What follows belongs to an exercise in optimizing a design on an open flow for a short achievable clock period and few clock cycles per item; a production flow would make more cautious choices.
In this exercise RTL edits were held to simulation tests only and were not proved equivalent to the original.
Power and IR drop assume default switching activity.

File: flow/run.sh
#!/bin/bash
# synth_recipe.tcl (not shown) runs the flow's synth.tcl, then flattens the netlist and writes it again
# the make line also repeats each setting of config.mk as NAME=value (left out here)
make -C /OpenROAD-flow-scripts/flow DESIGN_CONFIG=/design/flow/config.mk WORK_HOME=/design/flow/orfs CLKGATE_MAP_FILE= SYNTH_SCRIPT=/design/flow/synth_recipe.tcl finish
File: flow/config.mk
export PLATFORM = sky130hd
export DESIGN_NAME = hsid_main
export DESIGN_NICKNAME = hsid_main
export VERILOG_FILES = /design/flow/design.v
export SDC_FILE = /design/flow/constraint.sdc
export NUM_CORES = 4
export LEC_CHECK = 0
export CAP_MARGIN = 20
export CORE_MARGIN = 2
export CORE_UTILIZATION = 40
export SLEW_MARGIN = 20
File: flow/constraint.sdc
create_clock -name core_clock -period 13.5 [get_ports {clk}]
set_input_delay 2.7000 -clock core_clock [delete_from_list [all_inputs] [get_ports {clk}]]
set_output_delay 2.7000 -clock core_clock [all_outputs]
set_load 0.01 [all_outputs]
File: flow/design.v
package hsid_pkg;
  localparam int WORD_WIDTH       = 32;    
  localparam int DATA_WIDTH       = 16;    
  localparam int ACC_WIDTH        = 48;    
  localparam int HSI_BANDS_MAX    = 255;   
  localparam int ELEMENTS_MAX     = 128;   
  localparam int BUFFER_LENGTH    = 4;     
  localparam int LIBRARY_SIZE_MAX = 4095;  
  typedef logic [WORD_WIDTH-1:0]   word_t;    
  typedef logic [DATA_WIDTH-1:0]   sample_t;  
  typedef logic [2*DATA_WIDTH-1:0] square_t;  
  typedef logic [ACC_WIDTH-1:0]    acc_t;     
  typedef logic [$clog2(HSI_BANDS_MAX+1)-1:0]    bands_t;          
  typedef logic [$clog2(ELEMENTS_MAX+1)-1:0]     element_count_t;  
  typedef logic [$clog2(LIBRARY_SIZE_MAX+1)-1:0] lib_ref_t;        
  typedef enum logic [2:0] {
    IDLE,          
    READ_MEASURE,  
    COMPUTE_MSE,   
    WAIT_RESULTS,  
    FINISH         
  } hsid_state_t;
  typedef struct packed {
    word_t    value;     
    lib_ref_t vctr_ref;  
  } mse_result_t;
  typedef struct packed {
    mse_result_t min;  
    mse_result_t max;  
  } mse_extremes_t;
endpackage
`timescale 1ns/10ps
module hsid_fifo #(
  parameter int DEPTH = hsid_pkg::BUFFER_LENGTH  
) (
  input  logic                     clk,
  input  logic                     reset,
  input  logic                     clear,                  
  input  logic                     loop_en,                
  input  logic                     wr_en,
  input  logic                     rd_en,
  input  hsid_pkg::word_t          data_in,
  input  hsid_pkg::element_count_t almost_full_threshold,  
  output hsid_pkg::word_t          data_out,               
  output logic                     full,
  output logic                     almost_full,
  output logic                     empty
);
  hsid_pkg::word_t          mem [DEPTH];           
  logic [$clog2(DEPTH)-1:0] wr_ptr;                
  logic [$clog2(DEPTH)-1:0] rd_ptr;                
  hsid_pkg::element_count_t count;                 
  logic                     do_read;
  logic                     do_loop;
  logic                     do_write;
  hsid_pkg::word_t          wr_word;
  assign do_read  = rd_en && !empty;
  assign do_loop  = loop_en && do_read;            
  assign do_write = do_loop || (wr_en && !full);
  assign wr_word  = do_loop ? mem[rd_ptr] : data_in;
  assign full        = count == hsid_pkg::element_count_t'(DEPTH);
  assign empty       = count == '0;
  assign almost_full = count >= almost_full_threshold;
  always_ff @(posedge clk) begin
    if (reset || clear) begin
      wr_ptr <= '0;
      rd_ptr <= '0;
      count  <= '0;
    end else begin
      if (do_write) wr_ptr <= (int'(wr_ptr) == DEPTH - 1) ? '0 : wr_ptr + 1'b1;  
      if (do_read) rd_ptr <= (int'(rd_ptr) == DEPTH - 1) ? '0 : rd_ptr + 1'b1;
      if (do_write && !do_read) count <= count + 1'b1;
      else if (do_read && !do_write) count <= count - 1'b1;
    end
  end
  always_ff @(posedge clk) begin
    if (do_write) mem[wr_ptr] <= wr_word;
    if (do_read) data_out <= mem[rd_ptr];         
  end
endmodule
`timescale 1ns/10ps
module hsid_main_fsm #(
  parameter int HSI_BANDS_LIMIT = hsid_pkg::HSI_BANDS_MAX  
) (
  input  logic                  clk,
  input  logic                  reset,
  input  logic                  start,
  input  hsid_pkg::bands_t      hsi_bands,
  input  hsid_pkg::lib_ref_t    library_size,
  input  logic                  hsi_vctr_in_valid,
  input  logic                  measure_almost_full,
  input  logic                  ref_empty,
  input  logic                  ref_full,
  input  logic                  compare_valid,      
  output hsid_pkg::hsid_state_t state,
  output logic                  measure_wr_en,
  output logic                  ref_wr_en,
  output logic                  both_rd_en,         
  output logic                  element_valid,      
  output logic                  element_start,
  output logic                  element_last,
  output hsid_pkg::lib_ref_t    vctr_ref,
  output logic                  ready,
  output logic                  idle,
  output logic                  done
);
  hsid_pkg::bands_t         bands_r;                    
  hsid_pkg::lib_ref_t       lib_size_r;
  hsid_pkg::element_count_t element_threshold;          
  hsid_pkg::element_count_t elem_last_idx;
  hsid_pkg::element_count_t in_word_cnt;                
  hsid_pkg::lib_ref_t       in_vctr_cnt;                
  logic                     in_done;                    
  hsid_pkg::element_count_t rd_word_cnt;                
  hsid_pkg::lib_ref_t       rd_vctr_cnt;                
  hsid_pkg::lib_ref_t       res_cnt;                    
  logic                     take;
  logic                     in_word_last;
  logic                     rd_word_last;
  assign element_threshold = hsid_pkg::element_count_t'(({1'b0, bands_r} + 9'd1) >> 1);
  assign elem_last_idx     = element_threshold - hsid_pkg::element_count_t'(1);
  assign idle  = state == hsid_pkg::IDLE;
  assign done  = state == hsid_pkg::FINISH;
  assign ready = (state == hsid_pkg::READ_MEASURE) ||
                 (state == hsid_pkg::COMPUTE_MSE && !ref_full && !in_done);
  assign take  = hsi_vctr_in_valid && ready;
  assign in_word_last  = in_word_cnt == elem_last_idx;
  assign rd_word_last  = rd_word_cnt == elem_last_idx;
  assign measure_wr_en = take && state == hsid_pkg::READ_MEASURE && !measure_almost_full;
  assign ref_wr_en     = take && state == hsid_pkg::COMPUTE_MSE;
  assign both_rd_en    = state == hsid_pkg::COMPUTE_MSE && !ref_empty &&
                         (!rd_word_last || res_cnt == rd_vctr_cnt);
  always_ff @(posedge clk) begin
    if (reset) begin
      state         <= hsid_pkg::IDLE;
      in_word_cnt   <= '0;
      in_vctr_cnt   <= '0;
      in_done       <= 1'b0;
      rd_word_cnt   <= '0;
      rd_vctr_cnt   <= '0;
      res_cnt       <= '0;
      element_valid <= 1'b0;
      element_start <= 1'b0;
      element_last  <= 1'b0;
    end else begin
      element_valid <= both_rd_en;
      element_start <= both_rd_en && rd_word_cnt == '0;
      element_last  <= both_rd_en && rd_word_last;
      if (compare_valid) res_cnt <= res_cnt + 1'b1;
      case (state)
        hsid_pkg::IDLE: if (start) begin
          in_word_cnt <= '0;
          in_vctr_cnt <= '0;
          in_done     <= 1'b0;
          rd_word_cnt <= '0;
          rd_vctr_cnt <= '0;
          res_cnt     <= '0;
          state       <= hsid_pkg::READ_MEASURE;
        end
        hsid_pkg::READ_MEASURE: if (take) begin
          in_word_cnt <= in_word_last ? '0 : in_word_cnt + 1'b1;
          if (in_word_last) state <= hsid_pkg::COMPUTE_MSE;  
        end
        hsid_pkg::COMPUTE_MSE: begin
          if (take) begin
            in_word_cnt <= in_word_last ? '0 : in_word_cnt + 1'b1;
            if (in_word_last) in_vctr_cnt <= in_vctr_cnt + 1'b1;
            if (in_word_last && in_vctr_cnt == lib_size_r - 1'b1) in_done <= 1'b1;
          end
          if (both_rd_en) begin
            rd_word_cnt <= rd_word_last ? '0 : rd_word_cnt + 1'b1;
            if (rd_word_last) rd_vctr_cnt <= rd_vctr_cnt + 1'b1;
            if (rd_word_last && rd_vctr_cnt == lib_size_r - 1'b1) begin
              state <= hsid_pkg::WAIT_RESULTS;             
            end
          end
        end
        hsid_pkg::WAIT_RESULTS: if (res_cnt == lib_size_r) state <= hsid_pkg::FINISH;
        hsid_pkg::FINISH: state <= hsid_pkg::IDLE;
        default: state <= hsid_pkg::IDLE;
      endcase
    end
  end
  always_ff @(posedge clk) begin
    if (idle && start) begin
      bands_r    <= (int'(hsi_bands) > HSI_BANDS_LIMIT) ?
                    hsid_pkg::bands_t'(HSI_BANDS_LIMIT) : hsi_bands;
      lib_size_r <= library_size;
    end
    if (both_rd_en) vctr_ref <= rd_vctr_cnt;           
  end
endmodule
`timescale 1ns/10ps
module hsid_mse (
  input  logic                  clk,
  input  logic                  reset,
  input  logic                  element_valid,
  input  logic                  element_start,  
  input  logic                  element_last,   
  input  hsid_pkg::bands_t      hsi_bands,      
  input  hsid_pkg::lib_ref_t    vctr_ref,
  input  hsid_pkg::word_t       element_a,      
  input  hsid_pkg::word_t       element_b,      
  output logic                  mse_valid,
  output hsid_pkg::mse_result_t mse
);
  hsid_pkg::sample_t a_lo, a_hi, b_lo, b_hi;
  hsid_pkg::sample_t diff_lo, diff_hi;
  hsid_pkg::square_t sq_lo, sq_hi;
  hsid_pkg::acc_t    sum;                         
  hsid_pkg::acc_t    sum_next;
  logic              mask_hi;
  logic              div_busy;
  logic              div_last;
  logic [$clog2(hsid_pkg::ACC_WIDTH)-1:0] div_cnt;  
  hsid_pkg::acc_t    div_quo, div_quo_next;       
  hsid_pkg::bands_t  div_rem, div_rem_next;       
  hsid_pkg::bands_t  div_divisor;
  hsid_pkg::lib_ref_t div_ref;
  logic [$clog2(hsid_pkg::HSI_BANDS_MAX+1):0] rem_shift, rem_diff;
  assign a_lo = element_a[hsid_pkg::DATA_WIDTH-1:0];
  assign a_hi = element_a[hsid_pkg::WORD_WIDTH-1:hsid_pkg::DATA_WIDTH];
  assign b_lo = element_b[hsid_pkg::DATA_WIDTH-1:0];
  assign b_hi = element_b[hsid_pkg::WORD_WIDTH-1:hsid_pkg::DATA_WIDTH];
  assign diff_lo = (a_lo > b_lo) ? a_lo - b_lo : b_lo - a_lo;  
  assign diff_hi = (a_hi > b_hi) ? a_hi - b_hi : b_hi - a_hi;
  assign sq_lo   = diff_lo * diff_lo;
  assign sq_hi   = diff_hi * diff_hi;
  assign mask_hi = element_last && hsi_bands[0];   
  assign sum_next = (element_start ? '0 : sum) + hsid_pkg::acc_t'(sq_lo) +
                    (mask_hi ? '0 : hsid_pkg::acc_t'(sq_hi));
  assign rem_shift = {div_rem, div_quo[hsid_pkg::ACC_WIDTH-1]};
  assign rem_diff  = rem_shift - {1'b0, div_divisor};
  assign div_last  = div_busy && int'(div_cnt) == hsid_pkg::ACC_WIDTH - 1;
  always_comb begin
    div_quo_next = {div_quo[hsid_pkg::ACC_WIDTH-2:0], rem_shift >= {1'b0, div_divisor}};
    div_rem_next = (rem_shift >= {1'b0, div_divisor}) ?
                   hsid_pkg::bands_t'(rem_diff) : hsid_pkg::bands_t'(rem_shift);
  end
  always_ff @(posedge clk) begin
    if (reset) begin
      div_busy  <= 1'b0;
      div_cnt   <= '0;
      mse_valid <= 1'b0;
    end else begin
      mse_valid <= div_last;                      
      if (element_valid && element_last) begin
        div_busy <= 1'b1;
        div_cnt  <= '0;
      end else if (div_busy) begin
        div_cnt  <= div_cnt + 1'b1;
        if (div_last) div_busy <= 1'b0;
      end
    end
  end
  always_ff @(posedge clk) begin
    if (element_valid) sum <= sum_next;
    if (element_valid && element_last) begin    
      div_quo     <= sum_next;
      div_rem     <= '0;
      div_divisor <= hsi_bands;
      div_ref     <= vctr_ref;
    end else if (div_busy) begin
      div_quo <= div_quo_next;
      div_rem <= div_rem_next;
    end
    if (div_last) begin
      mse.value    <= (|div_quo_next[hsid_pkg::ACC_WIDTH-1:hsid_pkg::WORD_WIDTH]) ?
                      '1 : div_quo_next[hsid_pkg::WORD_WIDTH-1:0];  
      mse.vctr_ref <= div_ref;
    end
  end
endmodule
`timescale 1ns/10ps
module hsid_mse_comp (
  input  logic                    clk,
  input  logic                    reset,
  input  logic                    clear,          
  input  logic                    mse_valid,
  input  hsid_pkg::mse_result_t   mse,
  output hsid_pkg::mse_extremes_t extremes,
  output logic                    compare_valid   
);
  logic first;                                    
  always_ff @(posedge clk) begin
    if (reset) begin
      extremes      <= '0;
      first         <= 1'b1;
      compare_valid <= 1'b0;
    end else begin
      compare_valid <= mse_valid;                 
      if (clear) begin
        extremes <= '0;
        first    <= 1'b1;
      end else if (mse_valid) begin
        if (first) begin
          extremes.min <= mse;
          extremes.max <= mse;
          first        <= 1'b0;
        end else begin
          if (mse.value < extremes.min.value) extremes.min <= mse;
          if (mse.value > extremes.max.value) extremes.max <= mse;
        end
      end
    end
  end
endmodule
`timescale 1ns/10ps
module hsid_main (
  input  logic                    clk,
  input  logic                    reset,
  input  logic                    start,
  input  logic                    clear,               
  input  logic                    hsi_vctr_in_valid,
  input  hsid_pkg::word_t         hsi_vctr_in,         
  input  hsid_pkg::bands_t        hsi_bands_in,        
  input  hsid_pkg::lib_ref_t      library_size_in,     
  output logic                    ready,
  output logic                    idle,
  output logic                    done,
  output hsid_pkg::mse_extremes_t mse_extremes
);
  logic                  measure_wr_en;
  logic                  ref_wr_en;
  logic                  both_rd_en;
  logic                  measure_almost_full;
  logic                  ref_empty;
  logic                  ref_full;
  logic                  element_valid;
  logic                  element_start;
  logic                  element_last;
  hsid_pkg::lib_ref_t    vctr_ref;
  hsid_pkg::word_t       measure_word;                
  hsid_pkg::word_t       ref_word;
  logic                  mse_valid;
  hsid_pkg::mse_result_t mse;
  logic                  compare_valid;
  hsid_main_fsm #(
    .HSI_BANDS_LIMIT(hsid_pkg::HSI_BANDS_MAX)
  ) fsm (
    .clk(clk), .reset(reset), .start(start),
    .hsi_bands(hsi_bands_in), .library_size(library_size_in),
    .hsi_vctr_in_valid(hsi_vctr_in_valid), .measure_almost_full(measure_almost_full),
    .ref_empty(ref_empty), .ref_full(ref_full), .compare_valid(compare_valid),
    .state(), .measure_wr_en(measure_wr_en), .ref_wr_en(ref_wr_en),
    .both_rd_en(both_rd_en), .element_valid(element_valid),
    .element_start(element_start), .element_last(element_last), .vctr_ref(vctr_ref),
    .ready(ready), .idle(idle), .done(done)
  );
  hsid_fifo #(.DEPTH(hsid_pkg::ELEMENTS_MAX)) fifo_measure (
    .clk(clk), .reset(reset), .clear(clear || done), .loop_en(1'b1),
    .wr_en(measure_wr_en), .rd_en(both_rd_en), .data_in(hsi_vctr_in),
    .almost_full_threshold(hsid_pkg::element_count_t'(hsid_pkg::ELEMENTS_MAX)),
    .data_out(measure_word), .full(), .almost_full(measure_almost_full), .empty()
  );
  hsid_fifo #(.DEPTH(hsid_pkg::BUFFER_LENGTH)) fifo_ref (
    .clk(clk), .reset(reset), .clear(clear), .loop_en(1'b0),
    .wr_en(ref_wr_en), .rd_en(both_rd_en), .data_in(hsi_vctr_in),
    .almost_full_threshold(hsid_pkg::element_count_t'(hsid_pkg::BUFFER_LENGTH - 1)),
    .data_out(ref_word), .full(ref_full), .almost_full(), .empty(ref_empty)
  );
  hsid_mse mse_unit (
    .clk(clk), .reset(reset), .element_valid(element_valid),
    .element_start(element_start), .element_last(element_last),
    .hsi_bands(hsi_bands_in), .vctr_ref(vctr_ref),
    .element_a(measure_word), .element_b(ref_word),
    .mse_valid(mse_valid), .mse(mse)
  );
  hsid_mse_comp mse_comp (
    .clk(clk), .reset(reset), .clear(clear), .mse_valid(mse_valid), .mse(mse),
    .extremes(mse_extremes), .compare_valid(compare_valid)
  );
endmodule
==> summary.txt <==
Yosys
  – Post-synthesis mux area share: 16.1%
  – Synth Warn #: 5
  – Commonest cells post-synth: edfxtp_1, mux4_2, inv_1, nor2_1, fa_1
  – Unique masters post-synth: 98
  – EDFF count, synth: 4480
  – Adder-cell share of the synthesized area: 6.34%
  – Asr flop ratio synth: 0%
  – Post-Synth Simple-Gate Area: ~3.3%
  – Synth Area in XOR/XNOR: less than 1%
  – Register area share after synthesis: 68.5%
  – Cell Area, Synth: 202000 um^2
  – Main combinational cell family by area after synthesis: multiplexers
  – Syn avg cell area: 19.0 um^2
  – Post-synth top flop: edfxtp_1
  – Ranking of synthesized cells by area: edfxtp_1, mux4_2, fa_1
  – Top cell type's share of synthesized area: between 60% and 70%
  – Cell taking the most area after synthesis: edfxtp_1
  – Syn Nets: 11474
  – FF+latch count, synth: 4686
  – Syn Inst Count: ~11000
  – Count leader, synth: edfxtp_1
  – Compound-Gate Fraction of Synth Area: 2.24%

Global route
  – Vias in the first global route: 108400
  – Antenna violations before repair: 64
  – GRT Total Usage: roughly a fifth
  – First-pass GRT wire length: slightly below 800000 um
  – Total gr overflow: 0
  – Largest net degree at the start of global routing: ~140

CTS
  – CTS H-tree lvls: 5
  – Post-CTS Hold Buffers: 0
  – Root cell of the clock tree: clkbuf_16
  – Cts bufs inserted: 472
  – CTS clk-pin slew, worst paths: 0.06 ns
  – CTS Sinks: 4686
  – Max Root-Sink Buffers: 4
  – CTS tree: built
  – Worst-Skew Late Latency: roughly 1.1 ns

Timing
  – Final period utilization: 96.2%
  – Worst Slack Setup Final: 0.516 ns
  – Worst Max-Slew Pin Slew: approximately 1.1 ns
  – Fin. max-slew vios: 0
  – Tmin final: around 13 ns
  – Setup TNS: 0 ns
  – Final Hold Fails: 0
  – Worst Skew: 0.0695 ns
  – Max-slew headroom: 23.6%
  – Fmax: 77.0 MHz
  – Final setup fails: 0
  – Fin Hold WS: 0.410 ns
  – RSZ-0062 raised after global routing: true

Floorplanning
  – Num ports: 148
  – Chip Height: 715 um
  – Core area: 505000 um^2
  – Die Wd: 715 um
  – Full die area: 512000 um^2
  – Row count: between 200 and 300
  – Initial core utilization: 40.1%

Worst setup path
  – Startpoint Class: register
  – Critical R2R Launch: fifo_ref.data_out[30]
  – Worst setup EP type: register
  – WS Path Type: register to register
  – R2R Path End: mse_unit.div_quo[37]
  – CP Launch Point: fifo_ref.data_out[30]
  – R2r setup slk: 0.52 ns
  – Crit-path max cell delay: 0.55 ns
  – CP max FO: 8
  – CP Data Required Time: 14.36 ns
  – R2R cell count: 54
  – Kind of cell adding the most delay to the critical path: adder cells
  – CP max stage cell: fa_1
  – Crit path buf inv count: 15
  – Crit path DAT: around 14 ns

Min path
  – Hold WC Path Type: register to register
  – Worst Hold Path EP: mse_unit.mse[4]
  – Hold Crit Start: mse_unit.div_ref[4]
  – Hold path cells: 0

Routing
  – Post-detailed-route via-to-cell ratio: approximately 5.7
  – Number of routed nets with antenna violations: 0
  – Drt wl/cell: 29.6 um
  – Drt total wl: around 540000 um
  – Iteration-0 DRC count of the detailed router: 11888
  – Drc violations: 0
  – Iteration count of the initial detailed-routing pass: 6
  – Routed vias: between 100k and 150k

Power and ir drop
  – Power Density: approximately 130 nW/um^2
  – Clock network fraction of total power: approximately 44%
  – Cell Int Power: 23300 uW
  – Gate power share: 1.4%
  – Seq pwr share: 54.5%
  – Sw frac: 20.2%
  – Final Power: 29200 uW
  – Worst IR Drop VDD: around 0.12 mV
  – Leak: 0.0748 uW
  – Switching pwr: about 5900 uW

Job
  – Number of max-cap violations: 0

Placed design
  – RD Place Congestion: 0.853
  – Final HPWL DP: approximately 330000 um
  – Worst slack, placed: -0.332 ns
  – IO Port Bufs: 147

Cells and area
  – Fin util: 45.7%
  – Synth-to-Final Area Change: 13.9%
  – Final Net Count: 12030
  – Share of cells above drive strength 1: ~25%

Outcome
  – Outcome: timing/DRC/antenna clean
==> cell type report <==
type	instances	area, um^2
flip-flops and latches	4686	139000
fillers	42188	274000
repair buffers	586	4950
clock inverters	306	2840
well taps	6706	8390
multi-input cells	4656	60300
diodes	29	72.6
clock buffers	564	12300
inverters	783	2940
==> power by group through the flow <==
stage	sequential [uW]	clock, uW	combinational, uW
after floorplan	16200	0	188
after global placement	16200	0	383
after detailed placement	16200	0	408
after CTS	15900	13100	408
after global routing	15900	13700	436
final	15900	12900	407
==> worst max path at each step <==
stage | endpoint | cells past startpoint | slack (ns)
2_1_floorplan | mse_unit.sum[45] | 51 | 0.58
3_3_place_gp | mse_unit.div_quo[37] | 53 | -0.15
3_5_place_dp | mse_unit.div_quo[42] | 51 | -0.33
4_1_cts | mse_unit.div_quo[47] | 50 | -0.008
5_1_grt | mse_unit.div_quo[44] | 55 | -0.03
6_report | mse_unit.div_quo[37] | 54 | 0.52
==> kinds of logic (layout without fill, tap and decap cells) <==
| kind of cell | Yosys count | in the layout |
|---|---|---|
| DFF | 4686 | 4686 |
| AOI/OAI and AO/OA | 714 | 714 |
| and+or+nand+nor | 1419 | 1419 |
| xor gates and xnor gates | 207 | 207 |
| other | 0 | 29 |
| buffers and inverters | 1287 | 2239 |
| adders and majority gates | 788 | 788 |
| muxes | 1528 | 1528 |
==> worst register-to-register path, delay by kind of cell, from the launching register on <==
family | cells | cell delay [ns]
simple gates | 9 | 1.69
flops | 1 | 0.42
buf+inv | 15 | 1.59
fa+ha+maj | 14 | 5.55
compound gates | 13 | 2.94
xor+xnor | 2 | 0.26
mux | 1 | 0.37
==> metal layers <==
layer / wire length, um / vias to the layer above / share of wire [%] / global-route usage (%)
met5: 54 / - / 0.0099 / 0
met2: 270000 / 4176 / 50 / 35.8
met3: 39700 / 749 / 7.3 / 2.78
met4: 15500 / 8 / 2.8 / 5.69
li1: - / 43181 / - / -
met1: 218000 / 56198 / 40 / 28.7
==> through the flow <==
stage | cell area, um^2 | instances
5_1_grt | 231000 | 18302
3_3_place_gp | 215000 | 17412
4_1_cts | 230000 | 18283
3_5_place_dp | 215000 | 17413
2_1_floorplan | 202000 | 10629
6_report | 231000 | 18316
==> repair_timing <==
item	CTS	global route
pin swaps	0	24
setup buffers	0	2
gates resized for setup	4	90
setup endpoints to repair	32	50
==> state kept, by name, summed over array words and instances (netlist names), 12 cells and up, named ones only <==
name and count:
mse_unit.div_ref 12, fsm.rd_vctr_cnt 12, fifo_ref.data_out 32, fifo_measure.mem 4096, fsm.in_vctr_cnt 12, fsm.vctr_ref 12
mse_unit.mse 44, mse_unit.sum 48, fifo_ref.mem 128, fifo_measure.data_out 32, fsm.lib_size_r 12, mse_unit.div_quo 48
mse_comp.extremes 88, fsm.res_cnt 12
==> placed cells by master, fill, tap and decap left out, types with 56 or more instances in the layout <==
cell type | netlist | layout
a21o_1 | 81 | 81
a21oi_1 | 231 | 220
buf_4 | 1 | 422
clkbuf_1 | 310 | 77
clkbuf_16 | 0 | 475
clkdlybuf4s50_1 | 0 | 147
clkinv_1 | 7 | 132
clkinv_2 | 0 | 88
dfxtp_1 | 206 | 196
edfxtp_1 | 4480 | 4480
fa_1 | 395 | 393
ha_1 | 393 | 387
inv_1 | 776 | 769
mux2i_1 | 69 | 67
mux4_2 | 1376 | 1376
nand2_1 | 321 | 317
nand2b_1 | 58 | 57
nand3_1 | 162 | 160
nand4_1 | 56 | 56
nor2_1 | 471 | 341
nor2_4 | 0 | 129
nor3_1 | 72 | 65
o21ai_0 | 160 | 148
xnor2_1 | 111 | 110
xor2_1 | 82 | 78
Testbench counts, summed over its fixed seeds: cycles 288,082, items 3,445.

==> what the ideal ports hide <==
No port has a modelled driver above. Below, the same layout with a new extraction and two added sets of constraints.
Step 1 assumes that a clkbuf_16 drives the clock port and a buf_2 every other input.
Step 2 moves the port delays by t, midway between the first and last clock arrival at a register: inputs arrive t later, outputs are due t later. That takes back most of the time a late clock gives input paths.
Three values: no drivers, after step 1, after step 2; two values: the first two.
t, ns: 1.125
setup WS [ns]: 0.516 / 0.516 / 0.516
worst hold slack (ns): 0.410 / 0.410 / 0.410
latest minus earliest clock arrival (ns): 0.072 / 0.072
pins driven straight from the clock port: 1
After both steps this run still meets setup and hold. The setup slack of this run moves by 0.000 ns with the drivers and by 0.000 ns with both steps.
